This design comes from an exercise in tuning for small area and a short achievable clock period on the open sky130 flow, not from production work.
Only simulation tests tie the RTL to the original design; equivalence was not proved.

JK:
## varcic_mc
module varcic_mc #(
  parameter int STAGES    = 5,
  parameter int IN_WIDTH  = 18,
  parameter int OUT_WIDTH = 18,
  parameter int ACC_WIDTH = 48,
  parameter int CHANNELS  = 2
) (
  input  logic                          clock,
  input  logic                          reset,
  input  logic [5:0]                    decimation,
  input  logic [5:0]                    out_shift,
  input  logic                          in_strobe,
  input  logic [CHANNELS*IN_WIDTH-1:0]  in_data,
  output logic                          out_strobe,
  output logic [CHANNELS*OUT_WIDTH-1:0] out_data,
  output logic                          overflow
);
Settings: LEC_CHECK=0, CAP_MARGIN=20, CORE_MARGIN=2, CORE_UTILIZATION=55, CTS_BUF_LIST=sky130_fd_sc_hd__clkbuf_16, CTS_CLUSTER_DIAMETER=90, CTS_CLUSTER_SIZE=27, SLEW_MARGIN=20, SYNTH_HIERARCHICAL=1, SYNTH_MINIMUM_KEEP_SIZE=0; clock period 16.0 ns.
standard.sh (not shown) runs the stock make flow with config.mk's settings and CLKGATE_MAP_FILE= SYNTH_SCRIPT=/design/flow/synth_recipe.tcl, a recipe that flattens the netlist after the stock synthesis.
==> flow/flow/run.sh <==
#!/bin/bash
set -euo pipefail
export SETUP_SLACK_MARGIN=11.3
export BUFFER_PORTS_ARGS="-buffer_cell sky130_fd_sc_hd__buf_4"
bash standard.sh > standard_flow.log 2>&1
#### Input delta (MS over JK)
Settings: changing CTS_CLUSTER_DIAMETER from 90 to 80; changing CTS_CLUSTER_SIZE from 27 to 24.
--- outcome ---
Status: clock insertion delay at the later pin of the skew report parity (JK, MS). MS ended up with out_data_r[7] as its critical path capture point; JK ended up with out_data_r[6]. Compared MS vs JK, and final critical-path required period is down in MS. Against JK as the reference, MS delivers a lower critical path depth.
#### Input delta (AL over MS)
==> flow/flow/run.sh <==
#!/bin/bash
set -euo pipefail
export SETUP_SLACK_MARGIN=11.2
export BUFFER_PORTS_ARGS="-buffer_cell sky130_fd_sc_hd__buf_4"
bash standard.sh > standard_flow.log 2>&1
--- outcome ---
- Looking at end-of-flow core utilization, AL sits 0.37 points above MS.
- On AL: number of buffers created by CTS is about 1.1% higher than what MS gave.
- Max final worst-path setup slack across AL and MS: MS
- | maximum fanout along the worst path | AL vs MS | 2 higher |
- Of AL and MS, AL shows the higher clock-buffer cell count, with MS below it.
- Register-to-register slack ends up higher on MS.
Here is what was changed in the inputs of TR compared with AL.
Settings: changing CORE_UTILIZATION from 55 to 50; changing CTS_CLUSTER_SIZE from 24 to 27; changing CTS_CLUSTER_DIAMETER from 80 to 90.
==> flow/flow/run.sh <==
#!/bin/bash
set -euo pipefail
export SETUP_SLACK_MARGIN=11.45
export BUFFER_PORTS_ARGS="-buffer_cell sky130_fd_sc_hd__buf_4"
bash standard.sh > standard_flow.log 2>&1
--- outcome ---
Setup slack on TR is ahead of AL. Compared with AL, in TR count of flip-flops and latches has remained practically unchanged, total length of routed met3 wires has decreased, worst hold slack has remained practically unchanged, final cell count without fillers has increased. Summary of TR over AL: final routed wirelength across all metal layers fell 0.43%. TR against AL: number of storage elements in the synthesis netlist was more or less identical, setup fix buffers added after clock tree synthesis climbed 12%.

---

Setup of job 6045:
Starting RTL as in the previous note.
export LEC_CHECK = 0
export CAP_MARGIN = 20
export CORE_MARGIN = 2
export CORE_UTILIZATION = 55
export CTS_BUF_LIST = sky130_fd_sc_hd__clkbuf_16
export CTS_CLUSTER_DIAMETER = 90
export CTS_CLUSTER_SIZE = 27
export GPL_ROUTABILITY_DRIVEN = 0
export SLEW_MARGIN = 20
export SYNTH_HIERARCHICAL = 1
export SYNTH_MINIMUM_KEEP_SIZE = 0
create_clock -name core_clock -period 16.0 [get_ports {clock}]
==> flow/flow/run.sh <==
#!/bin/bash
set -euo pipefail
export SETUP_SLACK_MARGIN=11.45
export BUFFER_PORTS_ARGS="-buffer_cell sky130_fd_sc_hd__buf_4"
bash standard.sh > standard_flow.log 2>&1
Job 6045 went all the way through the flow, and no timing, DRC or antenna check failed.
## Diff of input files: job 7270 against job 6045
Settings: GPL_ROUTABILITY_DRIVEN: 0 -> unset.
==> flow/flow/run.sh <==
#!/bin/bash
set -euo pipefail
export SETUP_SLACK_MARGIN=11.8
export BUFFER_PORTS_ARGS="-buffer_cell sky130_fd_sc_hd__buf_4"
bash standard.sh > standard_flow.log 2>&1
==> run notes <==
- Having completed the whole flow, job 7270 delivered a layout that passed the timing, design-rule and antenna checks.
- Job 7270 against job 6045: net total in the final layout moved up, global-route usage moved up, detail-routed net length per standard cell moved up, via count normalized by instance count level, number of clock buffers in the layout moved up.
- In the tables for job 7270 and job 6045, via count reads lower with job 6045.
- Lower proportion of layout cells with a drive suffix above 1 among job 7270 and job 6045: job 6045
- Half-perimeter wire length after detailed placement was higher in job 7270 than in job 6045.
Here is what was changed in the inputs of job 6304 compared with job 7270.
==> flow/flow/run.sh <==
#!/bin/bash
set -euo pipefail
export SETUP_SLACK_MARGIN=11.45
export BUFFER_PORTS_ARGS="-buffer_cell sky130_fd_sc_hd__buf_4"
bash standard.sh > standard_flow.log 2>&1
## What came out
- Sort job 6304 and job 7270 by layout overhead on the synthesized area, descending, and job 7270 comes first.
- Job 6304 -> job 7270: final clock period utilization by the worst path flat
- In the tables for job 6304 and job 7270, final critical path time including I/O delays and setup reads lower with job 6304.
Setup changes, job 6304 to job 3585
Settings: PLACE_DENSITY now 0.7, previously not set.
Results
- Job 6304 → job 3585: utilization after layout grew by 0.47 points; total number of placement rows has remained practically unchanged.
- Going from job 6304 to job 3585, total of cells resized after clock tree synthesis grows by about 4%.
- As of job 3585, final design instance area without fill had risen slightly compared to job 6304.
- On buffer count excluding the clock tree in the final layout: job 3585 sits above job 6304.
- Job 3585 vs. job 6304: overall routing resource usage went down by 0.27 points.
- | total number of vias | lower: job 6304 |
Relative to job 3585, the following input files were edited for job 7131:
Settings: a deleted PLACE_DENSITY that had been 0.7.
==> flow/flow/run.sh <==
#!/bin/bash
set -euo pipefail
export SETUP_SLACK_MARGIN=11.6
export BUFFER_PORTS_ARGS="-buffer_cell sky130_fd_sc_hd__buf_4"
bash standard.sh > standard_flow.log 2>&1
==> run notes <==
Clock skew after layout: job 3585 vs job 7131 — no meaningful difference. Against job 3585, routed wire length in job 7131 rose by a few percent. Changes observed in job 7131 relative to job 3585: average via count per standard cell lost about 1%, length of routed met3 wiring lost 420 um. Job 7131 reports its capturing instance or port of the critical path as out_data_r[33]$_DFF_P_ while job 3585 reports out_data_r[31]$_DFF_P_.

-- afterwards: timing with drivers on the ports --
Ports are ideal in the flow. The routed layouts listed here were re-timed in OpenROAD.
Step 1 sets driving cells, clkbuf_16 on the clock port and buf_2 on the other inputs (assumed; they add their load-dependent delay and slew).
Step 2 adds t to the input delays and takes it off the output delays; t is the mean of the earliest and latest rising clock arrival at the registers after step 1. Input paths then give back, and output paths get back, about the clock's delay inside the block.
Three values: ideal ports, drivers, drivers and shift; two values: the first two.
| run | t (ns) | setup slack, ns | cell pins on the clock port's net |
|---|---|---|---|
| JK | 0.797 | 11.156 / 11.156 / 10.553 | 1 |
| MS | 0.805 | 11.173 / 11.173 / 10.511 | 1 |
| AL | 0.818 | 11.137 / 11.137 / 10.541 | 1 |
| TR | 0.792 | 11.218 / 11.218 / 10.498 | 1 |
| job 6045 | 0.792 | 11.229 / 11.229 / 10.597 | 1 |
| job 7270 | 0.793 | 11.205 / 11.205 / 10.625 | 1 |
| job 6304 | 0.783 | 11.228 / 11.228 / 10.632 | 1 |
| job 3585 | 0.780 | 11.125 / 11.125 / 10.615 | 1 |
| job 7131 | 0.814 | 11.190 / 11.190 / 10.556 | 1 |
After both steps setup and hold are still met in every run listed. The setup slack of TR, which loses most, moves by 0.000 ns with the drivers and by -0.720 ns with both steps.
